Background: an optimization exercise with open tools, aiming at small area and a short achievable clock period. Do not read the settings as production practice. Function was checked by simulation only, so behaviour that the tests miss may differ from the original. No driver is modelled on the clock port, so clocking that relies on it looks cheaper here than on a real chip. Power is estimated from default activity; no workload was simulated.

--- flow/run.sh ---
#!/bin/bash
# Standard ORFS layout, with two changes to how ports are buffered and resized:
#  - port buffers are plain buffers (buf_4) instead of the resizer's default pick
#    (a slow clkdlybuf4s50 delay cell on this platform);
#  - timing repair may swap a cell for one with another footprint, so port
#    buffers and other cells can be resized freely.
# Each tool's full output is in the ORFS logs folder (orfs/logs/); make's own
# output goes to flow_make.log here.
set -euo pipefail
bash standard.sh MATCH_CELL_FOOTPRINT=0 \
  "BUFFER_PORTS_ARGS=-buffer_cell sky130_fd_sc_hd__buf_4" finish > flow_make.log 2>&1
--- standard.sh ---
#!/bin/bash
# synth_recipe.tcl (not shown) runs the flow's synth.tcl, then flattens the netlist and writes it again
# the make line also repeats each setting of config.mk as NAME=value (left out here)
make -C /OpenROAD-flow-scripts/flow DESIGN_CONFIG=/design/flow/config.mk WORK_HOME=/design/flow/orfs CLKGATE_MAP_FILE= SYNTH_SCRIPT=/design/flow/synth_recipe.tcl "${@:-finish}"
--- config.mk ---
export PLATFORM = sky130hd
export DESIGN_NAME = audio_sample_fifo
export DESIGN_NICKNAME = audio_sample_fifo
export VERILOG_FILES = /design/flow/design.v
export SDC_FILE = /design/flow/constraint.sdc
export NUM_CORES = 4
export LEC_CHECK = 0
export CAP_MARGIN = 10
export CORE_MARGIN = 2
export CORE_UTILIZATION = 65
export CTS_BUF_LIST = sky130_fd_sc_hd__clkbuf_16
export CTS_CLUSTER_DIAMETER = 60
export CTS_CLUSTER_SIZE = 30
export SETUP_SLACK_MARGIN = 3.1
export SLEW_MARGIN = 10
export SYNTH_HIERARCHICAL = 1
--- constraint.sdc ---
create_clock -name core_clock -period 6.0 [get_ports {i_clk36}]
set_input_delay 1.2000 -clock core_clock [delete_from_list [all_inputs] [get_ports {i_clk36}]]
set_output_delay 1.2000 -clock core_clock [all_outputs]
set_load 0.01 [all_outputs]
--- design.v ---
module audio_sample_fifo #(
  parameter int DEPTH   = 64,
  parameter int PREFILL = 32,
  localparam int AW     = $clog2(DEPTH)
) (
  input  logic          i_clk36,
  input  logic          i_rst36,
  input  logic          i_flush,
  input  logic          i_wr_valid,
  input  logic [47:0]   i_wr_data,
  output logic          o_wr_ready,
  input  logic          i_rdreq,
  output logic [47:0]   o_lraudio,
  output logic          o_wait,
  output logic [AW:0]   o_level,
  output logic          o_playing
  ,
  input  logic          i_stats_clr,
  output logic [15:0]   o_overflows,
  output logic [15:0]   o_underruns
);
  localparam int          MD       = DEPTH - 1;         
  localparam logic [AW:0] FULL_LVL = (AW+1)'(DEPTH);
  localparam logic [AW:0] PRE_LVL  = (AW+1)'(PREFILL);
  logic [47:0]   mem_q [MD];
  logic [47:0]   head_q;
  logic [AW-1:0] wp_q;
  logic [MD-1:0] rp_q;      
  logic [AW:0]   level_q;
  logic          play_q, wait_q;
  logic          empty_q, one_q, full_q;
  logic          wr_acc, rd_acc;
  logic [AW-1:0] wp_inc, wp_d;
  logic [MD-1:0] we_q;      
  logic [MD-1:0] rp_inc;
  logic [47:0]   rd_data;
  assign o_wr_ready = !full_q && !i_flush;
  assign wr_acc     = i_wr_valid && !full_q && !i_flush;
  assign rd_acc     = i_rdreq && !empty_q && !i_flush;
  assign wp_inc  = (wp_q == AW'(MD-1)) ? '0 : wp_q + AW'(1);
  assign rp_inc  = {rp_q[MD-2:0], rp_q[MD-1]};
  logic [47:0] rd_grp [8];
  for (genvar g = 0; g < 8; g++) begin : g_rd
    localparam int N = (8*g + 8 <= MD) ? 8 : MD - 8*g;
    logic [8*48-1:0] ent;
    logic [7:0]  sel;
    for (genvar j = 0; j < 8; j++) begin : g_ent
      if (j < N) begin : g_used
        assign ent[48*j +: 48] = mem_q[8*g+j];
        assign sel[j] = rp_q[8*g+j];
      end else begin : g_unused
        assign ent[48*j +: 48] = '0;
        assign sel[j] = 1'b0;
      end
    end
    audio_sample_fifo_sel8 u_sel (.i_ent(ent), .i_sel(sel), .o_data(rd_grp[g]));
  end
  assign rd_data = ((rd_grp[0] | rd_grp[1]) | (rd_grp[2] | rd_grp[3]))
                 | ((rd_grp[4] | rd_grp[5]) | (rd_grp[6] | rd_grp[7]));
  logic [AW:0] level_d;
  logic        play_d;
  always_comb begin
    level_d = level_q;
    if (i_flush)                level_d = '0;
    else if (wr_acc && !rd_acc) level_d = level_q + (AW+1)'(1);
    else if (rd_acc && !wr_acc) level_d = level_q - (AW+1)'(1);
  end
  always_comb begin
    wp_d = wp_q;
    if (i_flush) wp_d = '0;
    else if (wr_acc && !empty_q && !(rd_acc && one_q)) wp_d = wp_inc;
  end
  logic drain;    
  assign drain = rd_acc && !wr_acc && one_q;
  logic empty_d, one_d, full_d;
  assign empty_d = i_flush || (!wr_acc && (empty_q || (one_q && rd_acc)));
  assign one_d   = !i_flush && ((wr_acc && !rd_acc && empty_q)
                             || (rd_acc && !wr_acc && (level_q == (AW+1)'(2)))
                             || ((wr_acc == rd_acc) && one_q));
  assign full_d  = !i_flush && ((wr_acc && !rd_acc && (level_q == FULL_LVL - (AW+1)'(1)))
                             || (full_q && !rd_acc));
  always_comb begin
    play_d = play_q;
    if (i_flush)      play_d = 1'b0;
    else if (!play_q) play_d = (level_d >= PRE_LVL);
    else if (drain)   play_d = 1'b0;
  end
  always_ff @(posedge i_clk36 or posedge i_rst36) begin
    if (i_rst36) begin
      rp_q    <= MD'(1);
      level_q <= '0;
      wp_q    <= '0;
      empty_q <= 1'b1;
      one_q   <= 1'b0;
      full_q  <= 1'b0;
      play_q  <= 1'b0;
      wait_q  <= 1'b1;
      head_q  <= '0;
    end else begin
      level_q <= level_d;
      wp_q    <= wp_d;
      empty_q <= empty_d;
      one_q   <= one_d;
      full_q  <= full_d;
      play_q  <= play_d;
      wait_q  <= !play_d;
      if (i_flush) begin
        rp_q   <= MD'(1);
        head_q <= '0;
      end else begin
        if (rd_acc) begin
          if (one_q) head_q <= wr_acc ? i_wr_data : '0;
          else begin
            head_q <= rd_data;
            rp_q   <= rp_inc;
          end
        end else if (wr_acc && empty_q) begin
          head_q <= i_wr_data;
        end
      end
    end
  end
  always_ff @(posedge i_clk36) begin
    for (int i = 0; i < MD; i++)
      we_q[i] <= (wp_d == AW'(i)) && !full_d;
  end
  always_ff @(posedge i_clk36) begin
    for (int i = 0; i < MD; i++)
      if (we_q[i]) mem_q[i] <= i_wr_data;
  end
  assign o_lraudio = head_q;
  assign o_wait    = wait_q;
  assign o_playing = play_q;
  assign o_level   = level_q;
  logic [15:0] ovf_q, und_q;
  logic        ovf_inc, und_inc;
  assign ovf_inc = i_wr_valid && full_q && !i_flush;
  assign und_inc = (play_q && drain) || (i_rdreq && empty_q);
  always_ff @(posedge i_clk36 or posedge i_rst36) begin
    if (i_rst36) begin
      ovf_q <= '0;
      und_q <= '0;
    end else if (i_stats_clr) begin
      ovf_q <= '0;
      und_q <= '0;
    end else begin
      if (ovf_inc && (ovf_q != 16'hFFFF)) ovf_q <= ovf_q + 16'd1;
      if (und_inc && (und_q != 16'hFFFF)) und_q <= und_q + 16'd1;
    end
  end
  assign o_overflows = ovf_q;
  assign o_underruns = und_q;
endmodule
module audio_sample_fifo_sel8 (
  input  logic [8*48-1:0] i_ent,
  input  logic [7:0]  i_sel,
  output logic [47:0] o_data
);
  always_comb begin
    o_data = '0;
    for (int j = 0; j < 8; j++)
      o_data = o_data | (i_ent[48*j +: 48] & {48{i_sel[j]}});
  end
endmodule
==> flow_summary.toml, run 1 <==
[logic_synthesis]
synth_most_common_cell = "edfxtp_1"
ys_types = 67
ys.warnings.count = 11
synth_edf_count = 3024
ys_top_cells_by_area = "edfxtp_1 (77%), a22oi_1 (9.8%), dfrtp_1 (3.4%)"
netlist_instances = 6387
yosys_register_bits = 3248
yosysTopAreaCell = "edfxtp_1"
synth.avg_cell_area_sq_um = 18.3
yosys.area.top_type_share_pct = 77.5
ys_async_sr_fraction_pct = 4.96
synth_ff_type = "edfxtp_1"
netlist_top_cells_count = "edfxtp_1 (3,024), a22oi_1 (1,537), nand4_1 (393), nand2_1 (210), a21oi_1 (168)"
ys_seq_area_share_pct = 82.0
synth_area_sq_um = 117000

[sta]
drv_slew = 0
setup_tns_ns = 0
fin_worst_skew_ns = 0.0398
finalSetupViolCount = 0
fmax_mhz = 341
whs_ns = 0.494
fin_crit_sh_pct = 48.9
rsz0062_at_grt = "true"
layout_min_cycle_time_ns = 2.94
relSlewSlack_pct = 16.4
tightest_slew_ns = 1.25
hold_violations = 0

[drt]
drt-total-wl_mm = 334
vias = 66400
drc = 0
dr.first_iter.drc_count = 10300
drt_pass1_iterations = 6
ant_nets = 0
viasPerCell = 7.36
wl_per_cell_um = 37.0

[final_layout]
final_nets = 6575
fin_cells = 9020
register_area_sq_um = 96400
syn_to_final_growth_pct = 8.44
nFillCells = 11200
multiInputGateArea_sq_um = 19100
drive_gt1_share_pct = 12.4

[clocking]
cts_max_level = 4
cts_setup_buffers = 0
clock_latency_ns = 0.88
cts_buffers = 171
clock_path_buffers = 3
cts.sinks = 3248
cts_root_buffer = "clkbuf_16"
path_clk_slew_ns = 0.09
cts_tree = "done"

[min_path]
hp-class = "register to register"

[worst_setup_path]
arrival_ns = 3.62
worstSetupPathType = "register to register"
crit_fanout = 24
startpoint_type = "register"
cp.required_ns = 6.68
endpoint_kind = "register"

[global_routing]
grt_pass1_wl_mm = 468
grt_pass1_vias = 63300
grt_usage_pct = 36.2
grt_overflow_total = 0
grt_antenna_before_repair = 5
grt_max_degree = 97

[placed_design]
post-place-cells = 8693
gp_congestion = 0.831
port_buffers = 143
dp_hpwl_mm = 176

[pwr]
pwr_density_cell_nw_per_um2 = 317
ir_drop_v = 0.000310
leakage_nw = 38.8

[floorplanning]
core_sq_um = 179000
chipHeight_um = 429
ioPinCount = 144
rows = 155
start_util_pct = 65.5
design.die.area_sq_um = 184000
die_w_um = 429

[run_status]
status = "no timing/DRC/antenna violations"

[flow_run]
cap_violations = 0
modules after synthesis (local to each module, per instance):
module / flops+latches / cells inside / copies in the design
audio_sample_fifo: 3248 / 4147 / 1
audio_sample_fifo_sel8: 0 / 280 / 8
metal layers:
layer,routed length (um),up-vias,track usage [%]
li1,-,26800,-
met1,124000,34200,52.9
met2,152000,4658,54.7
met3,42500,668,7.08
met4,15200,2,14.6
met5,7,-,0
state kept, by name (all words and copies together) (netlist names):
name     flops
empty_q      1
full_q       1
head_q      48
level_q      7
mem_q     3024
one_q        1
ovf_q       16
play_q       1
rp_q        63
und_q       16
wait_q       1
we_q        63
wp_q         6
power breakdown:
group          internal (mW)  switching [mW]
sequential              24.8           0.152
combinational          0.248           0.795
clock                   6.34            7.93
total                   31.4            8.88
stage by stage:
step / util [%] / instance area, sq um / worst slack [ns] / power, mW
2_1_floorplan: - / 118000 / 2.76 / 25.8
3_3_place_gp: 67.3 / 120000 / 2.32 / 26.4
3_5_place_dp: 67.3 / 120000 / 2.24 / 26.5
4_1_cts: 71.0 / 127000 / 3.01 / 40.3
5_1_grt: 71.1 / 127000 / 3.09 / 41.2
6_report: 71.1 / 127000 / 3.06 / 40.3
repair_timing:
action	4_1_cts	5_1_grt
setup endpoints to repair	33	74
hold buffers	0	0
pin swaps	0	1
cloned	0	1
gates resized for setup	41	16
logic make-up after synthesis:
logic type / count (synthesis) / share of synthesized area, %
buffers and inverters: 401 / 2.40
AO/OA/AOI/OAI: 1811 / 11.1
adder cells (fa/ha/maj): 9 / 0.0961
flip-flops: 3248 / 82.0
multiplexers: 2 / 0.0171
other: 1 / 0.00320
XOR/XNOR: 33 / 0.247
AND/OR/NAND/NOR: 882 / 4.09
cell type report:
type	count	share of cell area [%]
multi-input cells	2789	15.0
repair buffers	289	1.75
clock inverters	144	1.46
well taps	2355	2.32
flip-flops and latches	3248	75.9
diodes	3	0.00591
clock buffers	179	3.52
inverters	13	0.0463
final timing paths:
| kind | startpoint | end | depth (start not counted) | slack, ns |
|---|---|---|---|---|
| max | rp_q[23] | head_q[40] | 8 | 3.06 |
| min | head_q[2] | head_q[2] | 2 | 0.49 |
| max reg2reg | rp_q[23] | head_q[40] | 8 | 3.06 |
| min reg2reg | head_q[2] | head_q[2] | 2 | 0.49 |
| max in group asynchronous | i_rst36 | head_q[40] | 4 | 4.21 |
| min in group asynchronous | i_rst36 | rp_q[50] | 3 | 0.65 |
worst max-delay path: stages, from the launching register on:
cell and delay, ns:
dfrtp_4 0.73, buf_4 0.36, buf_4 0.26, a22oi_1 0.18
nand4_1 0.24, nor4_1 0.52, a21oi_1 0.15, a21oi_1 0.17
o21ai_0 0.13
cells in the final DEF (no fill, tap or decap), types with 15 or more instances in the layout:
| cell type | count |
|---|---|
| nor4_2 | 37 |
| edfxtp_1 | 3024 |
| o21ai_0 | 54 |
| conb_1 | 51 |
| inv_6 | 29 |
| nand2_1 | 202 |
| nand4_1 | 393 |
| a21oi_1 | 167 |
| dfxtp_4 | 63 |
| inv_8 | 15 |
| xnor2_1 | 20 |
| dfrtp_1 | 96 |
| clkbuf_16 | 179 |
| a22oi_1 | 1537 |
| dfrtp_2 | 58 |
| buf_4 | 284 |
| nor4_1 | 57 |
| clkinv_8 | 27 |
| nor2_1 | 79 |
| inv_12 | 22 |
| nor3_1 | 28 |
==> inputs of run 2 (changes only) <==
==> flow/run.sh (replaced) <==
#!/bin/bash
# Standard ORFS layout, with three changes to how it is made:
#  - port buffers are plain buffers (buf_4) instead of the resizer's default pick
#    (a slow clkdlybuf4s50 delay cell on this platform);
#  - timing repair may swap a cell for one with another footprint;
#  - after clock tree synthesis, one more setup repair pass (flow/post_cts.tcl).
# Each tool's full output is in the ORFS logs folder (orfs/logs/); make's own
# output goes to flow_make.log here.
set -euo pipefail
bash standard.sh MATCH_CELL_FOOTPRINT=0 \
  "BUFFER_PORTS_ARGS=-buffer_cell sky130_fd_sc_hd__buf_4" \
  "POST_CTS_TCL=$(pwd)/flow/post_cts.tcl" finish > flow_make.log 2>&1
==> flow/post_cts.tcl (new file) <==
# Sourced by ORFS's cts.tcl after its own timing repair (POST_CTS hook): one
# more setup repair pass with a tighter target, then legalize again.
estimate_parasitics -placement
repair_timing -setup -setup_margin 3.25 -repair_tns 100 -verbose
detailed_placement
check_placement -verbose
estimate_parasitics -placement
report_worst_slack -max
==> run 2 against run 1 <==
  * Still clean
  * Sequential share of layout area decreased by 0.13 points
  * Clock power is essentially flat
  * Power about the same
==> flow_summary.toml, run 2 <==
[drt]
wl_per_cell_um = 37.1
drt_pass1_iterations = 6
viasPerCell = 7.38
vias = 66600
drt-total-wl_mm = 335
dr.first_iter.drc_count = 10400
ant_nets = 0
drc = 0

[sta]
fin_crit_sh_pct = 48.4
setup_tns_ns = 0
relSlewSlack_pct = 17.0
finalSetupViolCount = 0
whs_ns = 0.496
drv_slew = 0
hold_violations = 0
tightest_slew_ns = 1.25
fin_worst_skew_ns = 0.0347
fmax_mhz = 344
rsz0062_at_grt = "false"
layout_min_cycle_time_ns = 2.90

[min_path]
hold_path.startpoint = "head_q[2]"
hp-class = "register to register"
worstHoldPathCells = 2
min_to = "head_q[2]"

[floorplanning]
die_w_um = 429
design.die.area_sq_um = 184000
start_util_pct = 65.5
chipHeight_um = 429
core_sq_um = 179000
rows = 155
ioPinCount = 144

[logic_synthesis]
synth_most_common_cell = "edfxtp_1"
synth_ff_type = "edfxtp_1"
ys_types = 67
yosys_register_bits = 3248
yosys.area.top_type_share_pct = 77.5
netlist_top_cells_count = "edfxtp_1 (3,024), a22oi_1 (1,537), nand4_1 (393), nand2_1 (210), a21oi_1 (168)"
synth_area_sq_um = 117000
netlist_instances = 6387
ys_async_sr_fraction_pct = 4.96
ys_seq_area_share_pct = 82.0
ys_top_cells_by_area = "edfxtp_1 (77%), a22oi_1 (9.8%), dfrtp_1 (3.4%)"
yosysTopAreaCell = "edfxtp_1"
ys.warnings.count = 11
synth_edf_count = 3024
synth.avg_cell_area_sq_um = 18.3

[global_routing]
grt_antenna_before_repair = 5
grt_pass1_wl_mm = 469
grt_pass1_vias = 63500
grt_usage_pct = 36.3
grt_max_degree = 97
grt_overflow_total = 0

[placed_design]
gp_congestion = 0.831
port_buffers = 143
dp_hpwl_mm = 176
placed_area_sq_um = 120000

[worst_setup_path]
cp.required_ns = 6.68
worstSetupPathType = "register to register"
r2r-start = "rp_q[23]"
reg2reg_setup_slack_ns = 3.10
crit_fanout = 24
arrival_ns = 3.58
worstPathCellList = "buf_4, buf_4, a22oi_1, nand4_1, nor4_1, a21oi_1, a21oi_1, o21ai_0"
worst_path_max_delay_cell = "dfrtp_4"
endpoint_kind = "register"
slowest_delay_ns = 0.73
r2r_end = "head_q[40]"
startpoint_type = "register"
rr_worst_depth = 8

[clocking]
path_clk_slew_ns = 0.09
clock_latency_ns = 0.88
cts_tree = "done"
cts.sinks = 3248

[final_layout]
drive_gt1_share_pct = 13.1
reg_top3 = "mem_q (3024), rp_q (63), we_q (63)"
final_nets = 6577
top_register = "mem_q"
largest_reg_flops = 3024
layout_common_cells = "edfxtp_1 (3,024), a22oi_1 (1,537), nand4_1 (393)"
fin_area_sq_um = 127000
final_common_cell = "edfxtp_1"
syn_to_final_growth_pct = 8.68

[run_status]
status = "no timing/DRC/antenna violations"

[pwr]
leakage_nw = 38.9
pwr_density_cell_nw_per_um2 = 316
ir_drop_v = 0.000310
power_mw = 40.3

[flow_run]
cap_violations = 0
-- run 2: cells by family (layout without fill, tap and decap cells) --
| group | Yosys count | in the layout | synth area share [%] |
|---|---|---|---|
| buffers and inverters | 401 | 627 | 2.40 |
| adder cells (fa/ha/maj) | 9 | 9 | 0.0961 |
| flip-flops | 3248 | 3248 | 82.0 |
| other | 1 | 55 | 0.00320 |
| AND/OR/NAND/NOR | 882 | 883 | 4.09 |
| multiplexers | 2 | 2 | 0.0171 |
| AO/OA/AOI/OAI | 1811 | 1811 | 11.1 |
| XOR/XNOR | 33 | 33 | 0.247 |
-- run 2: critical path: cells and delay by family (launching register included) --
kind | cells | cell delay, ns
AOI/OAI and AO/OA | 4 | 0.60
buffers and inverters | 2 | 0.62
DFF | 1 | 0.73
and+or+nand+nor | 2 | 0.73
-- run 2: layer usage --
layer,vias up,track usage (%),wire (um)
met5,-,0,7
li1,26900,-,-
met4,2,14.7,15700
met2,4701,54.9,152000
met3,686,7.27,42900
met1,34300,52.9,124000
-- run 2: layout make-up --
| type | instances | area [sq um] |
|---|---|---|
| clock buffer | 179 | 4480 |
| clock inverter | 144 | 1860 |
| inverter | 13 | 58.8 |
| tap | 2355 | 2950 |
| sequential | 3248 | 96500 |
| antenna | 4 | 10.0 |
| multi-input combinational | 2789 | 19200 |
| fill | 11200 | 51400 |
| timing repair buffer | 291 | 2300 |
-- run 2: how the worst max path moves through the flow --
stage               depth (start not counted)          to     start  slack [ns]
finish                                      8  head_q[40]  rp_q[23]        3.10
global route                                7  head_q[25]  rp_q[13]        3.11
global placement                            6    rp_q[13]   i_rdreq        2.32
floorplan                                   1      full_q   i_rst36        2.76
detailed placement                          6    rp_q[28]   i_rdreq        2.24
-- run 2: report_power, final --
part	leakage (nW)	internal [mW]	switching [mW]
Sequential	29.8	24.8	0.154
Clock	3.05	6.34	7.92
Combinational	6.00	0.260	0.799
-- run 2: per-module statistics from Yosys (local to each module, per instance) --
module / times used / cell area, sq um
audio_sample_fifo_sel8: 8 / 2050
audio_sample_fifo: 1 / 101000
-- run 2: per-stage QoR --
step,util (%),setup slack [ns],cells
global route,71.2,3.11,9021
floorplan,-,2.76,6437
detailed placement,67.3,2.24,8693
finish,71.2,3.10,9023
global placement,67.3,2.32,8693
==> inputs of run 3 (changes only) <==
--- a/config.mk
+++ b/config.mk
@@ -7,9 +7,9 @@
 export LEC_CHECK = 0
 export CAP_MARGIN = 10
 export CORE_MARGIN = 2
-export CORE_UTILIZATION = 65
+export CORE_UTILIZATION = 75
 export CTS_BUF_LIST = sky130_fd_sc_hd__clkbuf_16
-export CTS_CLUSTER_DIAMETER = 60
+export CTS_CLUSTER_DIAMETER = 80
 export CTS_CLUSTER_SIZE = 30
 export SETUP_SLACK_MARGIN = 3.1
 export SLEW_MARGIN = 10
==> run 3 against run 2 <==
  * Sequential share of layout area grew 1.5 points
  * Via count is 0.74% lower
  * Cell area is 2.2% lower
  * Non-clock buffer count rose by 18
  * Register-to-register slack improved by 0.03 ns
  * Sequential cell count did not move
  * Sequential power hardly changed
  * First-iteration DRC count increased by 8.8%
  * Maximum frequency increased by 1.0%
  * Global-route usage is 3.3 points higher
  * Synthesized cell count is the same
==> flow_summary.toml, run 3 <==
[worst_setup_path]
cp_common_cell = "a21oi_1"
worstSetupPathType = "register to register"
cpLargestDelayFamily = "flip-flops"
worstPathCellList = "buf_4, a22oi_1, nand4_1, nor4_2, a21oi_1, a21oi_1, o21ai_0"
path_buf_inv = 1
arrival_ns = 3.55
worst_path_max_delay_cell = "dfrtp_2"
crit_fanout = 30
cp.required_ns = 6.68
endpoint_kind = "register"
slowest_delay_ns = 0.78
startpoint_type = "register"

[final_layout]
top_register = "mem_q"
final_common_cell = "edfxtp_1"
largest_reg_flops = 3024
reg_top3 = "mem_q (3024), rp_q (63), we_q (63)"
multiInputGateArea_sq_um = 19100
drive_gt1_share_pct = 11.1
syn_to_final_growth_pct = 6.34
layout_common_cells = "edfxtp_1 (3,024), a22oi_1 (1,537), nand4_1 (393)"
register_area_sq_um = 96300
final_nets = 6559
fin_cells = 8640
nFillCells = 7861

[global_routing]
grt_usage_pct = 39.6
grt_pass1_vias = 63400
grt_max_degree = 123
grt_antenna_before_repair = 2
grt_pass1_wl_mm = 442
grt_overflow_total = 0

[clocking]
path_clk_slew_ns = 0.10
cts.sinks = 3248
cts_tree = "done"
clock_latency_ns = 0.83

[sta]
finalSetupViolCount = 0
tightest_slew_ns = 1.19
relSlewSlack_pct = 20.5
hold_violations = 0
fin_crit_sh_pct = 47.9
fin_worst_skew_ns = 0.0279
setup_tns_ns = 0
layout_min_cycle_time_ns = 2.87
fmax_mhz = 348
drv_slew = 0
worst_slack_ns = 3.13
rsz0062_at_grt = "false"
whs_ns = 0.497

[min_path]
hp-class = "register to register"

[pwr]
power_mw = 37.3
pwr_density_cell_nw_per_um2 = 299
ir_drop_v = 0.000312
leakage_nw = 38.0

[logic_synthesis]
synth_area_sq_um = 117000
synth.avg_cell_area_sq_um = 18.3
ys_types = 67
ys_seq_area_share_pct = 82.0
synth_most_common_cell = "edfxtp_1"
yosys_register_bits = 3248
netlist_top_cells_count = "edfxtp_1 (3,024), a22oi_1 (1,537), nand4_1 (393), nand2_1 (210), a21oi_1 (168)"
ys_async_sr_fraction_pct = 4.96
yosys.area.top_type_share_pct = 77.5
netlist_instances = 6387
synth_ff_type = "edfxtp_1"
yosysTopAreaCell = "edfxtp_1"
ys.warnings.count = 11
ys_top_cells_by_area = "edfxtp_1 (77%), a22oi_1 (9.8%), dfrtp_1 (3.4%)"
synth_edf_count = 3024

[placed_design]
dp_hpwl_mm = 162
dp_slack_ns = 2.17
post-place-cells = 8416
gp_congestion = 0.872
port_buffers = 143

[floorplanning]
rows = 145
start_util_pct = 75.3
chipHeight_um = 399
core_sq_um = 156000
ioPinCount = 144
die_w_um = 399
design.die.area_sq_um = 159000

[drt]
wl_per_cell_um = 36.4
drc = 0
drt-total-wl_mm = 315
vias = 66100
viasPerCell = 7.65
dr.first_iter.drc_count = 11300
ant_nets = 0
drt_pass1_iterations = 12

[run_status]
status = "no timing/DRC/antenna violations"

[flow_run]
cap_violations = 0
run 3: cell counts after synthesis:
Identical to the previous run, type by type.
run 3: cell families (layout without fill, tap and decap cells):
kind of cell             count (synthesis)  in the layout  share of synthesized area (%)
AO/OA/AOI/OAI                         1811           1811                           11.1
flip-flops                            3248           3248                           82.0
XOR/XNOR                                33             33                          0.247
AND/OR/NAND/NOR                        882            882                           4.09
buffers and inverters                  401            545                           2.40
other                                    1             52                        0.00320
multiplexers                             2              2                         0.0171
adder cells (fa/ha/maj)                  9              9                         0.0961
run 3: where the power goes:
group | switching [mW] | internal (mW)
registers | 0.0869 | 24.8
clock network | 6.64 | 4.60
logic | 0.835 | 0.259
run 3: worst paths after layout:
path / from / to / slack [ns] / depth (start not counted)
min reg2reg: head_q[17] / head_q[17] / 0.50 / 2
max in group asynchronous: i_rst36 / rp_q[23] / 4.09 / 3
max: rp_q[1] / head_q[33] / 3.13 / 7
max reg2reg: rp_q[1] / head_q[33] / 3.13 / 7
min in group asynchronous: i_rst36 / level_q[4] / 0.58 / 2
min: head_q[17] / head_q[17] / 0.50 / 2
run 3: Yosys stat by module, one instance, submodules excluded:
module                  times used  flip-flops and latches  cells inside  area, sq um
audio_sample_fifo                1                    3248          4147       101000
audio_sample_fifo_sel8           8                       0           280         2050
run 3: worst min-delay path: stages, from the launching register on:
cell,delay [ns]
dfrtp_1,0.36
nand2_1,0.05
o21ai_0,0.06
run 3: cell type report:
type / instances / area share [%]
diodes: 1 / 0.00201
clock buffers: 141 / 2.83
clock inverters: 82 / 0.549
inverters: 13 / 0.0472
multi-input cells: 2788 / 15.3
flip-flops and latches: 3248 / 77.3
well taps: 2058 / 2.07
repair buffers: 309 / 1.91
run 3: layer usage:
metal	up-vias	GRT usage [%]	routed length, um
met4	2	17.5	16600
met1	33100	54.8	107000
met2	5367	60.8	145000
li1	26700	-	-
met5	-	0.605	138
met3	882	10.4	45900
run 3: per-stage QoR:
stage	instance area (sq um)	util, %
6_report	125000	80.1
5_1_grt	125000	80.1
3_5_place_dp	120000	77.1
3_3_place_gp	120000	77.1
2_1_floorplan	118000	-
==> inputs of run 4 (changes only) <==
--- a/config.mk
+++ b/config.mk
@@ -11,6 +11,6 @@
 export CTS_BUF_LIST = sky130_fd_sc_hd__clkbuf_16
 export CTS_CLUSTER_DIAMETER = 80
 export CTS_CLUSTER_SIZE = 30
-export SETUP_SLACK_MARGIN = 3.1
+export SETUP_SLACK_MARGIN = 3.3
 export SLEW_MARGIN = 10
 export SYNTH_HIERARCHICAL = 1
==> run 4 against run 3 <==
  * Still clean
  * Sequential share of layout area fell by 0.57 points
  * Global-route usage up 0.19 points
  * Combinational power grew 4%
  * Non-clock buffer count up 30
  * Critical endpoint is now head_q[12]
==> flow_summary.toml, run 4 <==
[global_routing]
grt_antenna_before_repair = 1
use_met3_pct = 10.3
use_met2_pct = 60.7
use_met1_pct = 54.9
grt_pass1_wl_mm = 445
grt_overflow_total = 0
top_usage_layer = "met2"
grt_usage_pct = 39.8
grt_max_degree = 162
grt_pass1_vias = 64200

[logic_synthesis]
synth_area_sq_um = 117000
synth_ff_type = "edfxtp_1"
ys.warnings.count = 11
netlist_instances = 6387
yosysTopAreaCell = "edfxtp_1"
synth.avg_cell_area_sq_um = 18.3
netlist_top_cells_count = "edfxtp_1 (3,024), a22oi_1 (1,537), nand4_1 (393), nand2_1 (210), a21oi_1 (168)"
ys_seq_area_share_pct = 82.0
synth_edf_count = 3024
ys_async_sr_fraction_pct = 4.96
yosys_register_bits = 3248
synth_most_common_cell = "edfxtp_1"
yosys.area.top_type_share_pct = 77.5
ys_types = 67
ys_top_cells_by_area = "edfxtp_1 (77%), a22oi_1 (9.8%), dfrtp_1 (3.4%)"

[worst_setup_path]
crit_fanout = 29
rr_worst_depth = 7
worstSetupPathType = "register to register"
r2r-start = "rp_q[16]"
endpoint_kind = "register"
r2r_end = "head_q[12]"
arrival_ns = 3.42
reg2reg_setup_slack_ns = 3.25
startpoint_type = "register"
cp.required_ns = 6.67

[min_path]
hp-class = "register to register"
hold_path.startpoint = "head_q[43]"
worstHoldPathCells = 2
min_to = "head_q[43]"

[final_layout]
final_common_cell = "edfxtp_1"
register_area_sq_um = 96300
fin_area_sq_um = 126000
final_util_pct = 80.7
drive_gt1_share_pct = 12.2
nFillCells = 7690
reg_top3 = "mem_q (3024), rp_q (63), we_q (63)"
layout_common_cells = "edfxtp_1 (3,024), a22oi_1 (1,537), nand4_1 (393)"
top_register = "mem_q"
largest_reg_flops = 3024
multiInputGateArea_sq_um = 19400
fin_cells = 8679
final_nets = 6589
syn_to_final_growth_pct = 7.17

[pwr]
power_mw = 37.7
leakage_nw = 38.4
ir_drop_v = 0.000316
pwr_density_cell_nw_per_um2 = 300

[sta]
fmax_mhz = 363
tightest_slew_ns = 1.18
rsz0062_at_grt = "true"
setup_tns_ns = 0
fin_worst_skew_ns = 0.0225
layout_min_cycle_time_ns = 2.75
finalSetupViolCount = 0
worst_slack_ns = 3.25
relSlewSlack_pct = 21.0
fin_crit_sh_pct = 45.9
drv_slew = 0
whs_ns = 0.501
hold_violations = 0

[placed_design]
dp_slack_ns = 2.23
gp_congestion = 0.869
port_buffers = 143
dp_hpwl_mm = 163
post-place-cells = 8424
placed_area_sq_um = 120000

[floorplanning]
design.die.area_sq_um = 159000
rows = 145
die_w_um = 399
core_sq_um = 156000
chipHeight_um = 399
ioPinCount = 144
start_util_pct = 75.3

[clocking]
cts_tree = "done"
cts.sinks = 3248
path_clk_slew_ns = 0.11
clock_latency_ns = 0.81

[drt]
dr.first_iter.drc_count = 11000
drt_pass1_iterations = 7
drc = 0
viasPerCell = 7.68
ant_nets = 0
drt-total-wl_mm = 317
wl_per_cell_um = 36.6
vias = 66600

[flow_run]
cap_violations = 0

[run_status]
status = "no timing/DRC/antenna violations"
## run 4: changes by cell type in the layout (fill, tap and decap cells not counted), moves of 3 or more
cell / previous run / this run
inv_8: 7 / 4
dfrtp_4: 14 / 21
nor4_4: 12 / 25
buf_4: 302 / 305
clkinv_4: 8 / 5
a211oi_2: 0 / 4
nor4_1: 60 / 45
clkinv_1: 5 / 8
bufinv_16: 4 / 11
dfrtp_1: 94 / 88
nand2_4: 3 / 6
buf_6: 3 / 25
a211oi_1: 7 / 3
## run 4: where the power goes
group | internal (mW) | switching [mW] | total (mW)
sequential | 24.8 | 0.0864 | 24.9
combinational | 0.275 | 0.857 | 1.13
clock | 4.95 | 6.66 | 11.6
total | 30.1 | 7.60 | 37.7
## run 4: cells by family (layout without fill, tap and decap cells)
| family | after synthesis | count (layout) | synth area share [%] |
|---|---|---|---|
| DFF | 3248 | 3248 | 82.0 |
| AOI/OAI and AO/OA | 1811 | 1811 | 11.1 |
| adders and majority gates | 9 | 9 | 0.0961 |
| muxes | 2 | 2 | 0.0171 |
| other | 1 | 54 | 0.00320 |
| and+or+nand+nor | 882 | 882 | 4.09 |
| xor gates and xnor gates | 33 | 33 | 0.247 |
| buffers and inverters | 401 | 582 | 2.40 |
## run 4: critical path, cell delays in order (launching register included)
cell and delay (ns):
dfrtp_4 0.67, buf_4 0.40, a22oi_1 0.28, nand4_1 0.18
nor4_2 0.52, a21oi_1 0.16, a21oi_1 0.25, o21ai_0 0.12
## run 4: worst max-delay path by stage
stage          startpoint         end  slack, ns  cells after the start
2_1_floorplan     i_rst36      full_q       2.76                      1
3_3_place_gp      i_flush    we_q[48]       2.32                      7
3_5_place_dp      i_flush    we_q[32]       2.23                      7
5_1_grt           i_rdreq    rp_q[37]       3.25                      6
6_report         rp_q[16]  head_q[12]       3.25                      7
## run 4: Yosys stat by module, one instance, submodules excluded
| module | cells | flip-flops and latches |
|---|---|---|
| audio_sample_fifo | 4147 | 3248 |
| audio_sample_fifo_sel8 | 280 | 0 |
## run 4: routing by layer
layer | share of wire, % | up-vias
li1 | - | 26700
met1 | 34 | 33300
met2 | 46 | 5653
met3 | 14 | 932
met4 | 5.7 | 2
met5 | 0.017 | -
## run 4: cell type report
class                   instances  share of cell area, %
diodes                          3                0.00598
inverters                      13                 0.0468
multi-input cells            2788                   15.5
clock buffers                 143                   2.85
flip-flops and latches       3248                   76.7
repair buffers                339                   2.19
well taps                    2058                   2.05
clock inverters                87                  0.682
==> inputs of run 5 (changes only) <==
--- a/design.v
+++ b/design.v
@@ -29,6 +29,8 @@
   logic [AW:0]   level_q;
   logic          play_q, wait_q;
   logic          empty_q, one_q, full_q;
+  logic          ge2_q;      
+  logic          rd_buf;     
   logic          wr_acc, rd_acc;
   logic [AW-1:0] wp_inc, wp_d;
   logic [MD-1:0] we_q;      
@@ -37,6 +39,7 @@
   assign o_wr_ready = !full_q && !i_flush;
   assign wr_acc     = i_wr_valid && !full_q && !i_flush;
   assign rd_acc     = i_rdreq && !empty_q && !i_flush;
+  assign rd_buf     = i_rdreq && ge2_q && !i_flush;
   assign wp_inc  = (wp_q == AW'(MD-1)) ? '0 : wp_q + AW'(1);
   assign rp_inc  = {rp_q[MD-2:0], rp_q[MD-1]};
   logic [47:0] rd_grp [8];
@@ -92,6 +95,7 @@
       wp_q    <= '0;
       empty_q <= 1'b1;
       one_q   <= 1'b0;
+      ge2_q   <= 1'b0;
       full_q  <= 1'b0;
       play_q  <= 1'b0;
       wait_q  <= 1'b1;
@@ -101,6 +105,7 @@
       wp_q    <= wp_d;
       empty_q <= empty_d;
       one_q   <= one_d;
+      ge2_q   <= !empty_d && !one_d;
       full_q  <= full_d;
       play_q  <= play_d;
       wait_q  <= !play_d;
@@ -108,12 +113,11 @@
         rp_q   <= MD'(1);
         head_q <= '0;
       end else begin
-        if (rd_acc) begin
-          if (one_q) head_q <= wr_acc ? i_wr_data : '0;
-          else begin
-            head_q <= rd_data;
-            rp_q   <= rp_inc;
-          end
+        if (rd_buf) begin
+          head_q <= rd_data;
+          rp_q   <= rp_inc;
+        end else if (rd_acc) begin
+          head_q <= wr_acc ? i_wr_data : '0;
         end else if (wr_acc && empty_q) begin
           head_q <= i_wr_data;
         end
==> run 5 against run 4 <==
  * Non-clock buffer count down 17
  * Via count fell by 0.22%
  * Sequential share of layout area increased by 0.57 points
  * Clock power shrank 6%
  * Worst hold slack worse by 0.088 ns
  * Critical path depth up 1
  * Global-route usage rose by 0.22 points
  * Sequential cell count up 1
  * Critical path type is now input pin to register
  * Largest cell class unchanged
==> flow_summary.toml, run 5 <==
[floorplanning]
design.die.area_sq_um = 159000
core_sq_um = 155000
die_w_um = 399
ioPinCount = 144
rows = 144
chipHeight_um = 399
start_util_pct = 75.7

[sta]
fmax_mhz = 367
fin_crit_sh_pct = 45.4
rsz0062_at_grt = "true"
finalSetupViolCount = 0
drv_slew = 0
tightest_slew_ns = 1.20
hold_violations = 0
whs_ns = 0.413
fin_worst_skew_ns = 0.0422
setup_tns_ns = 0
layout_min_cycle_time_ns = 2.72
worst_slack_ns = 3.28
relSlewSlack_pct = 20.0

[clocking]
path_clk_slew_ns = 0.11
cts_tree = "done"
clock_latency_ns = 0.83
cts.sinks = 3249

[worst_setup_path]
rr_worst_depth = 7
worstSetupPathType = "input pin to register"
r2r_end = "head_q[32]"
crit_fanout = 58
reg2reg_setup_slack_ns = 3.28
arrival_ns = 3.42
r2r-start = "rp_q[6]"
endpoint_kind = "register"
cp.required_ns = 6.70
startpoint_type = "input pin"

[placed_design]
dp_slack_ns = 1.99
dp_hpwl_mm = 167
port_buffers = 143
gp_congestion = 0.881
placed_area_sq_um = 120000

[logic_synthesis]
yosysTopAreaCell = "edfxtp_1"
yosys_register_bits = 3249
netlist_top_cells_count = "edfxtp_1 (3,024), a22oi_1 (1,536), nand4_1 (394), dfrtp_1 (159), buf_2 (154)"
ys_async_sr_fraction_pct = 4.99
ys.warnings.count = 11
yosys.area.top_type_share_pct = 77.6
netlist_instances = 6267
ys_types = 71
synth_ff_type = "edfxtp_1"
synth_area_sq_um = 117000
synth_most_common_cell = "edfxtp_1"
synth.avg_cell_area_sq_um = 18.7
ys_seq_area_share_pct = 82.1
synth_edf_count = 3024
ys_top_cells_by_area = "edfxtp_1 (78%), a22oi_1 (9.8%), dfrtp_1 (3.4%)"

[final_layout]
drive_gt1_share_pct = 11.6
final_common_cell = "edfxtp_1"
final_nets = 6459
final_util_pct = 80.7
largest_reg_flops = 3024
top_register = "mem_q"
fin_area_sq_um = 125000
syn_to_final_growth_pct = 6.60
layout_common_cells = "edfxtp_1 (3,024), a22oi_1 (1,536), nand4_1 (394)"
reg_top3 = "mem_q (3024), rp_q (63), we_q (63)"

[global_routing]
top_usage_layer = "met2"
grt_max_degree = 106
use_met3_pct = 10.8
grt_pass1_vias = 64000
grt_usage_pct = 40.0
grt_pass1_wl_mm = 446
grt_antenna_before_repair = 3
use_met2_pct = 59.8
grt_overflow_total = 0
use_met1_pct = 57.3

[drt]
viasPerCell = 7.79
drt-total-wl_mm = 317
dr.first_iter.drc_count = 11700
drc = 0
wl_per_cell_um = 37.1
ant_nets = 0
vias = 66500
drt_pass1_iterations = 11

[pwr]
leakage_nw = 38.3
ir_drop_v = 0.000415
pwr_density_cell_nw_per_um2 = 298

[min_path]
hp-class = "input pin to async pin"

[flow_run]
cap_violations = 0

[run_status]
status = "no timing/DRC/antenna violations"
run 5: worst max-delay path, stage by stage:
cell,delay [ns]
buf_16,0.11
buf_4,0.17
inv_1,0.42
nand2_1,0.28
a211oi_4,0.30
buf_4,0.58
nand2_1,0.11
o21ai_0,0.18
run 5: layout make-up:
cell class / instances / area, sq um
clock inverter: 88 / 532
sequential: 3249 / 96400
multi-input combinational: 2676 / 19200
fill: 7678 / 29800
tap: 2044 / 2560
antenna: 2 / 5.00
inverter: 16 / 63.8
timing repair buffer: 322 / 2600
clock buffer: 137 / 3430
run 5: Yosys stat by module (local to each module, per instance):
module | cells | flops+latches | times used | cell area [sq um]
audio_sample_fifo_sel8 | 280 | 0 | 8 | 2050
audio_sample_fifo | 4027 | 3249 | 1 | 101000
run 5: cells by family after synthesis:
logic type	Yosys count	share of synthesized area (%)
AO/OA/AOI/OAI	1831	11.5
XOR/XNOR	26	0.195
adder cells (fa/ha/maj)	9	0.0962
buffers and inverters	392	2.37
flip-flops	3249	82.1
multiplexers	2	0.0171
other	1	0.00320
AND/OR/NAND/NOR	757	3.72
run 5: how the worst max path moves through the flow:
stage / start / slack (ns) / cells past startpoint / to
after global placement: i_flush / 2.10 / 7 / we_q[6]
final: i_flush / 3.28 / 8 / head_q[32]
after floorplan: i_rst36 / 2.75 / 1 / full_q
after detailed placement: i_flush / 1.99 / 7 / we_q[6]
after global routing: rp_q[21] / 3.26 / 7 / head_q[18]
run 5: where the power goes:
part	total [mW]	switching [mW]	internal [mW]
Clock	10.9	6.49	4.38
Sequential	25.1	0.152	24.9
Combinational	1.28	0.962	0.323
run 5: through the flow:
step           instances  total power [mW]
6_report            8534              37.2
5_1_grt             8532              38.0
3_5_place_dp        8285              26.7
3_3_place_gp        8285              26.7
2_1_floorplan       6317              26.0
run 5: metal layers:
layer	vias up	share of wire, %
met1	33400	34
met3	809	16
met4	6	4.9
met5	-	0.015
li1	26500	-
met2	5792	45
==> inputs of run 6 (changes only) <==
==> flow/post_cts.tcl (replaced) <==
# Sourced by ORFS's cts.tcl after its own timing repair (POST_CTS hook): one
# more setup repair pass with a tighter target, then legalize again.
estimate_parasitics -placement
repair_timing -setup -setup_margin 3.35 -repair_tns 100 -verbose
detailed_placement
check_placement -verbose
estimate_parasitics -placement
report_worst_slack -max
--- a/config.mk
+++ b/config.mk
@@ -11,6 +11,6 @@
 export CTS_BUF_LIST = sky130_fd_sc_hd__clkbuf_16
 export CTS_CLUSTER_DIAMETER = 80
 export CTS_CLUSTER_SIZE = 30
-export SETUP_SLACK_MARGIN = 3.3
+export SETUP_SLACK_MARGIN = 3.4
 export SLEW_MARGIN = 10
 export SYNTH_HIERARCHICAL = 1
==> run 6 against run 5 <==
  * Clock power about the same
  * Synthesized area unchanged
  * Sequential power about the same
  * Combinational power up 7%
  * Sequential share of layout area down 1.0 points
  * Worst hold slack better by 0.11 ns
  * Synthesized cell count unchanged
  * Sequential cell count unchanged
  * Utilization up 1.1 points
==> flow_summary.toml, run 6 <==
[pwr]
pwr_density_cell_nw_per_um2 = 296
leakage_nw = 39.0
ir_drop_v = 0.000366

[worst_setup_path]
rr_worst_depth = 7
endpoint_kind = "output port"
cpLargestDelayFamily = "buffers and inverters"
slowest_delay_ns = 0.11
reg2reg_setup_slack_ns = 3.35
arrival_ns = 1.51
startpoint_type = "input pin"
path_buf_inv = 2
worstSetupPathType = "input pin to output port"
worst_path_max_delay_cell = "buf_16"
cp_num_cells = 3
cp.required_ns = 4.80
worstPathCellList = "buf_16, nor2_4, buf_6"
crit_fanout = 3

[logic_synthesis]
yosys.area.top_type_share_pct = 77.6
yosysTopAreaCell = "edfxtp_1"
synth_most_common_cell = "edfxtp_1"
netlist_instances = 6267
synth_area_sq_um = 117000
ys_types = 71
yosys_register_bits = 3249
ys_async_sr_fraction_pct = 4.99
ys_top_cells_by_area = "edfxtp_1 (78%), a22oi_1 (9.8%), dfrtp_1 (3.4%)"
ys.warnings.count = 11
netlist_top_cells_count = "edfxtp_1 (3,024), a22oi_1 (1,536), nand4_1 (394), dfrtp_1 (159), buf_2 (154)"
synth_ff_type = "edfxtp_1"
synth_edf_count = 3024
synth.avg_cell_area_sq_um = 18.7
ys_seq_area_share_pct = 82.1

[drt]
drt-total-wl_mm = 325
vias = 67300
wl_per_cell_um = 37.6
ant_nets = 0
drc = 0
drt_pass1_iterations = 8
dr.first_iter.drc_count = 11600
viasPerCell = 7.78

[global_routing]
grt_pass1_wl_mm = 451
grt_overflow_total = 0
grt_usage_pct = 40.5
grt_pass1_vias = 64400
grt_max_degree = 101
grt_antenna_before_repair = 4

[sta]
rsz0062_at_grt = "true"
layout_min_cycle_time_ns = 2.71
drv_slew = 0
setup_tns_ns = 0
whs_ns = 0.523
hold_violations = 0
relSlewSlack_pct = 24.1
fin_crit_sh_pct = 45.2
fin_worst_skew_ns = 0.0268
fmax_mhz = 369
finalSetupViolCount = 0
tightest_slew_ns = 1.14

[floorplanning]
chipHeight_um = 399
start_util_pct = 75.7
core_sq_um = 155000
rows = 144
design.die.area_sq_um = 159000
ioPinCount = 144
die_w_um = 399

[min_path]
hp-class = "register to register"
worstHoldPathCells = 2

[clocking]
cts.sinks = 3249
cts_tree = "done"
clock_latency_ns = 0.81
path_clk_slew_ns = 0.10

[run_status]
status = "no timing/DRC/antenna violations"

[final_layout]
multiInputGateArea_sq_um = 19300
reg_top3 = "mem_q (3024), rp_q (63), we_q (63)"
nFillCells = 7404
layout_common_cells = "edfxtp_1 (3,024), a22oi_1 (1,536), nand4_1 (394)"
register_area_sq_um = 96400
syn_to_final_growth_pct = 8.02
fin_area_sq_um = 126000
final_nets = 6574
final_common_cell = "edfxtp_1"
final_util_pct = 81.8
largest_reg_flops = 3024
drive_gt1_share_pct = 13.7
top_register = "mem_q"

[placed_design]
dp_hpwl_mm = 171
gp_congestion = 0.866
placed_area_sq_um = 120000
port_buffers = 143

[flow_run]
cap_violations = 0
==> run 6: cell counts after synthesis <==
Identical to the previous run, type by type.
==> run 6: layout make-up <==
cell class / instances / share of cell area [%]
clock inverters: 85 / 0.405
inverters: 16 / 0.0534
flip-flops and latches: 3249 / 76.3
clock buffers: 141 / 2.79
well taps: 2044 / 2.02
diodes: 8 / 0.0158
multi-input cells: 2678 / 15.3
repair buffers: 432 / 3.16
==> run 6: where the power goes <==
group / leakage [nW] / internal [mW] / switching [mW]
combinational: 7.11 / 0.373 / 0.999
sequential: 29.8 / 24.9 / 0.144
clock: 2.10 / 4.42 / 6.53
==> run 6: worst min-delay path: cells and delay by family (launching register included) <==
kind	cells	cell delay, ns
flops	1	0.37
compound gates	1	0.07
simple gates	1	0.05
==> run 6: per-module statistics from Yosys, one instance, submodules excluded <==
module	area, sq um	cells
audio_sample_fifo	101000	4027
audio_sample_fifo_sel8	2050	280
==> run 6: logic make-up (layout without fill, tap and decap cells) <==
kind of cell             count (synthesis)  in the layout  synth area share [%]
AO/OA/AOI/OAI                         1831           1831                  11.5
other                                    1             59               0.00320
adder cells (fa/ha/maj)                  9              9                0.0962
flip-flops                            3249           3249                  82.1
buffers and inverters                  392            674                  2.37
XOR/XNOR                                26             26                 0.195
AND/OR/NAND/NOR                        757            759                  3.72
multiplexers                             2              2                0.0171
==> run 6: per-stage QoR <==
step,worst slack (ns),cells,power [mW]
2_1_floorplan,2.75,6317,26.0
3_3_place_gp,1.90,8305,26.7
3_5_place_dp,1.85,8305,26.7
5_1_grt,3.26,8646,38.1
6_report,3.29,8653,37.4
==> run 6: worst paths after layout <==
kind	from	to
setup / recovery	i_flush	o_wr_ready
hold / removal	head_q[4]	head_q[4]
setup reg to reg	rp_q[37]	head_q[31]
hold reg to reg	head_q[4]	head_q[4]
max in group asynchronous	i_rst36	rp_q[62]
min in group asynchronous	i_rst36	ovf_q[4]
==> run 6: routing by layer <==
metal | routed length, um | track usage [%]
met4 | 15600 | 16.5
met2 | 148000 | 61.5
met5 | 7 | 0
met3 | 52200 | 10.9
met1 | 109000 | 57.4
==> inputs of run 7 (changes only) <==
--- a/design.v
+++ b/design.v
@@ -42,24 +42,16 @@
   assign rd_buf     = i_rdreq && ge2_q && !i_flush;
   assign wp_inc  = (wp_q == AW'(MD-1)) ? '0 : wp_q + AW'(1);
   assign rp_inc  = {rp_q[MD-2:0], rp_q[MD-1]};
-  logic [47:0] rd_grp [8];
-  for (genvar g = 0; g < 8; g++) begin : g_rd
-    localparam int N = (8*g + 8 <= MD) ? 8 : MD - 8*g;
-    logic [8*48-1:0] ent;
-    logic [7:0]  sel;
-    for (genvar j = 0; j < 8; j++) begin : g_ent
-      if (j < N) begin : g_used
-        assign ent[48*j +: 48] = mem_q[8*g+j];
-        assign sel[j] = rp_q[8*g+j];
-      end else begin : g_unused
-        assign ent[48*j +: 48] = '0;
-        assign sel[j] = 1'b0;
-      end
+  logic [47:0] rd_grp [7];
+  for (genvar g = 0; g < 7; g++) begin : g_rd
+    logic [9*48-1:0] ent;
+    for (genvar j = 0; j < 9; j++) begin : g_ent
+      assign ent[48*j +: 48] = mem_q[9*g+j];
     end
-    audio_sample_fifo_sel8 u_sel (.i_ent(ent), .i_sel(sel), .o_data(rd_grp[g]));
+    audio_sample_fifo_sel9 u_sel (.i_ent(ent), .i_sel(rp_q[9*g +: 9]), .o_data(rd_grp[g]));
   end
-  assign rd_data = ((rd_grp[0] | rd_grp[1]) | (rd_grp[2] | rd_grp[3]))
-                 | ((rd_grp[4] | rd_grp[5]) | (rd_grp[6] | rd_grp[7]));
+  assign rd_data = (rd_grp[0] | rd_grp[1] | rd_grp[2] | rd_grp[3])
+                 | (rd_grp[4] | rd_grp[5] | rd_grp[6]);
   logic [AW:0] level_d;
   logic        play_d;
   always_comb begin
@@ -155,14 +147,24 @@
   assign o_overflows = ovf_q;
   assign o_underruns = und_q;
 endmodule
-module audio_sample_fifo_sel8 (
-  input  logic [8*48-1:0] i_ent,
-  input  logic [7:0]  i_sel,
-  output logic [47:0] o_data
+module audio_sample_fifo_sel9 (
+  input  logic [9*48-1:0] i_ent,
+  input  logic [8:0]      i_sel,
+  output logic [47:0]     o_data
 );
-  always_comb begin
-    o_data = '0;
-    for (int j = 0; j < 8; j++)
-      o_data = o_data | (i_ent[48*j +: 48] & {48{i_sel[j]}});
+  logic [47:0] part_n [3];
+  for (genvar k = 0; k < 3; k++) begin : g_part
+    audio_sample_fifo_sel3n u_part (
+      .i_ent(i_ent[3*48*k +: 3*48]), .i_sel(i_sel[3*k +: 3]), .o_data_n(part_n[k]));
   end
+  assign o_data = ~(part_n[0] & part_n[1] & part_n[2]);
 endmodule
+module audio_sample_fifo_sel3n (
+  input  logic [3*48-1:0] i_ent,
+  input  logic [2:0]      i_sel,
+  output logic [47:0]     o_data_n
+);
+  assign o_data_n = ~((i_ent[0 +: 48] & {48{i_sel[0]}})
+                    | (i_ent[48 +: 48] & {48{i_sel[1]}})
+                    | (i_ent[96 +: 48] & {48{i_sel[2]}}));
+endmodule
==> run 7 against run 6 <==
  * Sequential share of layout area up 0.95 points
  * Via count down 4.0%
  * Power down 0.27%
  * Global-route usage down 1.0 points
  * Synthesized cell count down 9.5%
  * Critical path type unchanged
  * Count of clock-buffer cells in the layout up 4
  * Utilization up 0.53 points
  * Clock skew up 0.0078 ns
  * Still clean
  * Sequential power about the same
  * Sequential cell count unchanged
  * First-iteration DRC count up 23%
==> flow_summary.toml, run 7 <==
[run_status]
status = "no timing/DRC/antenna violations"

[final_layout]
largest_reg_flops = 3024
drive_gt1_share_pct = 16.6
layout_common_cells = "edfxtp_1 (3,024), a222oi_1 (1,009), nand3_1 (303)"
reg_top3 = "mem_q (3024), rp_q (63), we_q (63)"
fin_cells = 8000
top_register = "mem_q"
final_nets = 5943
final_common_cell = "edfxtp_1"
nFillCells = 7261
syn_to_final_growth_pct = 9.12

[global_routing]
grt_usage_pct = 39.5
grt_overflow_total = 0
grt_antenna_before_repair = 5
grt_pass1_vias = 60700
grt_max_degree = 119
grt_pass1_wl_mm = 434

[placed_design]
post-place-cells = 7613
port_buffers = 143
gp_congestion = 0.894
dp_hpwl_mm = 159

[logic_synthesis]
synth_area_sq_um = 114000
yosysTopAreaCell = "edfxtp_1"
ys_types = 67
yosys_register_bits = 3249
synth.avg_cell_area_sq_um = 20.2
ys.warnings.count = 12
synth_edf_count = 3024
yosys.area.top_type_share_pct = 79.3
synth_most_common_cell = "edfxtp_1"
ys_seq_area_share_pct = 84.0
netlist_instances = 5674
ys_async_sr_fraction_pct = 4.99
synth_ff_type = "edfxtp_1"
ys_top_cells_by_area = "edfxtp_1 (79%), a222oi_1 (8.8%), dfrtp_1 (3.5%)"
netlist_top_cells_count = "edfxtp_1 (3,024), a222oi_1 (1,009), nand3_1 (354), clkbuf_1 (171), dfrtp_1 (159)"

[sta]
fmax_mhz = 368
tightest_slew_ns = 1.29
fin_worst_skew_ns = 0.0346
layout_min_cycle_time_ns = 2.72
relSlewSlack_pct = 14.0
hold_violations = 0
drv_slew = 0
finalSetupViolCount = 0
setup_tns_ns = 0
rsz0062_at_grt = "true"
fin_crit_sh_pct = 45.3

[worst_setup_path]
worst_path_max_delay_cell = "buf_16"
startpoint_type = "input pin"
worstSetupPathType = "input pin to output port"
setup.worst_path.start = "i_flush"
arrival_ns = 1.52
crit_fanout = 2
worstPathCellList = "buf_16, nor2_4, buf_6"
cp.required_ns = 4.80
cpLargestDelayFamily = "buffers and inverters"
path_buf_inv = 2
endpoint_kind = "output port"
r2r-start = "rp_q[47]"
slowest_delay_ns = 0.11

[min_path]
hp-class = "input pin to async pin"

[drt]
drt-total-wl_mm = 315
viasPerCell = 8.07
drc = 0
ant_nets = 0
drt_pass1_iterations = 14
dr.first_iter.drc_count = 14300
vias = 64600
wl_per_cell_um = 39.3

[floorplanning]
start_util_pct = 75.5
core_sq_um = 152000
die_w_um = 395
chipHeight_um = 395
design.die.area_sq_um = 156000
rows = 143
ioPinCount = 144

[clocking]
path_clk_slew_ns = 0.11
cts.sinks = 3249
clock_latency_ns = 0.83
cts_tree = "done"

[pwr]
ir_drop_v = 0.000435
leakage_nw = 40.1
pwr_density_cell_nw_per_um2 = 299

[flow_run]
cap_violations = 0
[run 7: cell types whose count changed in the layout (fill, tap and decap cells not counted), moves of 18 or more]
cell | before | now
a222oi_1 | 0 | 1009
a22oi_1 | 1536 | 0
buf_4 | 293 | 260
buf_6 | 118 | 142
conb_1 | 51 | 0
dfrtp_2 | 67 | 49
nand3_1 | 20 | 303
nand3_2 | 2 | 50
nand4_1 | 394 | 13
nor2_1 | 55 | 79
nor3_4 | 0 | 20
nor4_1 | 47 | 8
o21ai_0 | 58 | 30
o21ai_1 | 1 | 22
[run 7: Yosys stat by module (local to each module, per instance)]
| module | flip-flops and latches | cell area [sq um] | copies in the design | cells inside |
|---|---|---|---|---|
| audio_sample_fifo | 3249 | 101000 | 1 | 4015 |
| audio_sample_fifo_sel3n | 0 | 586 | 21 | 63 |
| audio_sample_fifo_sel9 | 0 | 240 | 7 | 48 |
[run 7: path summary, 6_finish.rpt]
path / depth (start not counted) / slack [ns] / endpoint
worst max-delay path: 3 / 3.28 / o_wr_ready
worst min-delay path: 2 / 0.40 / head_q[27]
worst max register to register: 7 / 3.29 / head_q[10]
worst min register to register: 2 / 0.55 / head_q[20]
max in group asynchronous: 3 / 4.40 / rp_q[1]
min in group core_clock: 2 / 0.55 / head_q[20]
[run 7: cells by family after synthesis]
kind of cell / share of synthesized area [%]
compound gates: 10.3
xor+xnor: 0.207
fa+ha+maj: 0.0984
buf+inv: 2.17
flops: 84.0
mux: 0.0525
simple gates: 3.17
[run 7: metrics by stage]
step	total power, mW	setup slack (ns)	instance area, sq um	hold WS (ns)	util (%)
2_1_floorplan	25.8	2.75	115000	0.516	-
3_3_place_gp	26.4	2.14	117000	0.470	77.3
3_5_place_dp	26.5	2.11	117000	0.489	77.3
5_1_grt	38.1	3.17	125000	0.391	82.3
6_report	37.3	3.28	125000	0.404	82.3
[run 7: layer usage]
metal	GRT usage, %	vias to the layer above	wire (um)
met5	0	-	35
met4	17.6	6	16100
met3	9.50	774	53700
met2	59.2	6169	143000
met1	56.9	32300	102000
li1	-	25300	-
[run 7: final cells by class]
class | instances | area, sq um | area share [%]
sequential | 3249 | 96500 | 77.2
timing repair buffer | 433 | 4120 | 3.30
antenna | 2 | 5.00 | 0.00401
multi-input combinational | 2043 | 17600 | 14.1
tap | 2030 | 2540 | 2.03
clock inverter | 79 | 541 | 0.433
inverter | 19 | 88.8 | 0.0711
clock buffer | 145 | 3630 | 2.90
[run 7: report_power, final]
| group | switching [mW] | internal (mW) | total [mW] |
|---|---|---|---|
| clock | 6.54 | 4.61 | 11.1 |
| combinational | 0.853 | 0.302 | 1.16 |
| sequential | 0.122 | 24.9 | 25.0 |
==> inputs of run 8 (changes only) <==
--- a/config.mk
+++ b/config.mk
@@ -7,10 +7,10 @@
 export LEC_CHECK = 0
 export CAP_MARGIN = 10
 export CORE_MARGIN = 2
-export CORE_UTILIZATION = 75
+export CORE_UTILIZATION = 80
 export CTS_BUF_LIST = sky130_fd_sc_hd__clkbuf_16
 export CTS_CLUSTER_DIAMETER = 80
-export CTS_CLUSTER_SIZE = 30
+export CTS_CLUSTER_SIZE = 26
 export SETUP_SLACK_MARGIN = 3.4
 export SLEW_MARGIN = 10
 export SYNTH_HIERARCHICAL = 1
==> run 8 against run 7 <==
  * Synthesized area did not move
  * Combinational power about the same
  * Setup slack got worse by 0.12 ns
  * Maximum frequency down 4.2%
  * Routed wire length rose by 3.6%
  * Critical path type is now register to register
  * Cell area shrank 0.44%
  * Clock skew down 0.0081 ns
  * Cell count shrank 1.8%
  * Die area down 6.2%
  * First-iteration DRC count rose by 22%
  * Count of clock-buffer cells in the layout grew 8
  * Synthesized cell count stayed put
==> flow_summary.toml, run 8 <==
[sta]
hold_violations = 0
fmax_mhz = 353
tightest_slew_ns = 1.12
drv_slew = 0
finalSetupViolCount = 0
fin_worst_skew_ns = 0.0265
relSlewSlack_pct = 25.5
setup_tns_ns = 0
fin_crit_sh_pct = 47.3
rsz0062_at_grt = "true"
layout_min_cycle_time_ns = 2.84

[pwr]
pwr_density_cell_nw_per_um2 = 301
power_mw = 37.4
ir_drop_v = 0.000352
leakage_nw = 40.0

[worst_setup_path]
startpoint_type = "register"
r2r-start = "rp_q[48]"
crit_fanout = 24
rr_worst_depth = 7
endpoint_kind = "register"
worstSetupPathType = "register to register"
arrival_ns = 3.49
reg2reg_setup_slack_ns = 3.16
r2r_end = "head_q[3]"
cp.required_ns = 6.65

[logic_synthesis]
netlist_instances = 5674
ys_seq_area_share_pct = 84.0
yosys.area.top_type_share_pct = 79.3
yosys_register_bits = 3249
ys_types = 67
ys_top_cells_by_area = "edfxtp_1 (79%), a222oi_1 (8.8%), dfrtp_1 (3.5%)"
synth_most_common_cell = "edfxtp_1"
yosysTopAreaCell = "edfxtp_1"
synth_area_sq_um = 114000
ys_async_sr_fraction_pct = 4.99
synth_edf_count = 3024
synth.avg_cell_area_sq_um = 20.2
netlist_top_cells_count = "edfxtp_1 (3,024), a222oi_1 (1,009), nand3_1 (354), clkbuf_1 (171), dfrtp_1 (159)"
synth_ff_type = "edfxtp_1"
ys.warnings.count = 12

[global_routing]
grt_antenna_before_repair = 0
grt_usage_pct = 44.4
grt_pass1_wl_mm = 453
grt_pass1_vias = 64900
grt_max_degree = 103
grt_overflow_total = 0

[drt]
ant_nets = 0
wl_per_cell_um = 41.5
drc = 0
viasPerCell = 8.48
drt-total-wl_mm = 326
dr.first_iter.drc_count = 17400
drt_pass1_iterations = 13
vias = 66700

[floorplanning]
ioPinCount = 144
die_w_um = 382
rows = 138
core_sq_um = 142000
chipHeight_um = 382
start_util_pct = 80.8
design.die.area_sq_um = 146000

[final_layout]
antenna_cells = 0
multiInputGateArea_sq_um = 17300
largest_reg_flops = 3024
syn_to_final_growth_pct = 8.65
register_area_sq_um = 96500
nFillCells = 5429
final_common_cell = "edfxtp_1"
top_register = "mem_q"
reg_top3 = "mem_q (3024), rp_q (63), we_q (63)"
layout_common_cells = "edfxtp_1 (3,024), a222oi_1 (1,009), nand3_1 (321)"
final_nets = 5939
drive_gt1_share_pct = 15.4

[clocking]
cts_tree = "done"
cts.sinks = 3249
clock_latency_ns = 0.84
path_clk_slew_ns = 0.10

[flow_run]
cap_violations = 0

[placed_design]
gp_congestion = 0.907
dp_hpwl_mm = 161
port_buffers = 143

[min_path]
hp-class = "input pin to async pin"

[run_status]
status = "no timing/DRC/antenna violations"
[run 8: final cells by class]
type / instances / area share, %
clock buffer: 153 / 3.08
timing repair buffer: 419 / 3.21
sequential: 3249 / 77.6
inverter: 19 / 0.0694
tap: 1890 / 1.90
multi-input combinational: 2043 / 13.9
clock inverter: 87 / 0.311
[run 8: metal layers]
| metal | track usage (%) | share of wire [%] | up-vias |
|---|---|---|---|
| li1 | - | - | 25300 |
| met5 | 0 | 0 | - |
| met2 | 66.2 | 45 | 7777 |
| met1 | 60.2 | 29 | 32400 |
| met4 | 24.1 | 6.2 | 0 |
| met3 | 13.8 | 19 | 1144 |
[run 8: logic make-up (layout without fill, tap and decap cells)]
family	Yosys count	count (layout)	synth area share, %
flops	3249	3249	84.0
xor+xnor	27	27	0.207
simple gates	719	721	3.17
compound gates	1279	1280	10.3
mux	6	6	0.0525
buf+inv	385	678	2.17
fa+ha+maj	9	9	0.0984
[run 8: modules after synthesis, one instance, submodules excluded]
module / copies in the design / flops+latches / cells
audio_sample_fifo: 1 / 3249 / 4015
audio_sample_fifo_sel9: 7 / 0 / 48
audio_sample_fifo_sel3n: 21 / 0 / 63
[run 8: worst max-delay path by stage]
stage / cells past startpoint / endpoint / start
final: 7 / head_q[3] / rp_q[48]
after floorplan: 1 / full_q / i_rst36
after global routing: 7 / head_q[3] / ge2_q
after detailed placement: 8 / we_q[0] / i_flush
after global placement: 8 / we_q[3] / i_flush
[run 8: where the power goes]
part / switching (mW) / internal [mW]
clock: 6.57 / 4.67
combinational: 0.850 / 0.299
sequential: 0.139 / 24.9
total: 7.56 / 29.8
[run 8: per-stage QoR]
step	worst slack, ns	util (%)	cell area, sq um	cells	hold slack [ns]
detailed placement	2.10	82.6	117000	7472	0.487
global placement	2.20	82.6	117000	7472	0.468
global route	3.21	87.7	124000	7860	0.551
floorplan	2.75	-	115000	5674	0.516
finish	3.16	87.7	124000	7860	0.541
[run 8: critical path: stages (launching register included)]
cell	delay [ns]
dfrtp_4	0.63
buf_6	0.25
a222oi_1	0.54
nand3_1	0.30
nor4_4	0.41
a21oi_1	0.13
a21oi_1	0.19
o21ai_1	0.21

## re-timing with driven ports
Ports are ideal in the flow. The routed layouts listed here were re-timed in OpenROAD. Step 1 sets driving cells, clkbuf_16 on the clock port and buf_2 on the other inputs (assumed; they add their load-dependent delay and slew). Step 2 times the ports against the registers' clock, not the clock port: input delays grow and output delays shrink by t, the midpoint of the rising clock arrivals with the driver on. Slacks: ideal / step 1 / step 2; pairs: ideal / step 1.
run	shift t [ns]	slack for setup (ns)	worst hold slack (ns)	worst slew at a driven data input, ns	cell pins on the clock port's net
run 1	0.964	3.064 / 3.047 / 2.448	0.494 / 0.494 / 0.494	0.15	1
run 2	0.963	3.097 / 3.097 / 2.470	0.496 / 0.496 / 0.496	0.15	1
run 3	0.905	3.127 / 3.127 / 2.416	0.497 / 0.497 / 0.497	0.09	1
run 4	0.887	3.246 / 3.234 / 2.453	0.501 / 0.501 / 0.501	0.10	1
run 5	0.897	3.275 / 3.196 / 2.370	0.413 / 0.351 / 0.502	0.14	1
run 6	0.895	3.290 / 3.191 / 2.502	0.523 / 0.478 / 0.523	0.16	1
run 7	0.909	3.284 / 3.181 / 2.455	0.404 / 0.332 / 0.547	0.16	1
run 8	0.914	3.163 / 3.163 / 2.309	0.541 / 0.482 / 0.541	0.16	1
After both steps every run listed still meets setup and hold. For run 5, which loses most, drivers alone change the setup slack by -0.079 ns; drivers and shift together by -0.905 ns.
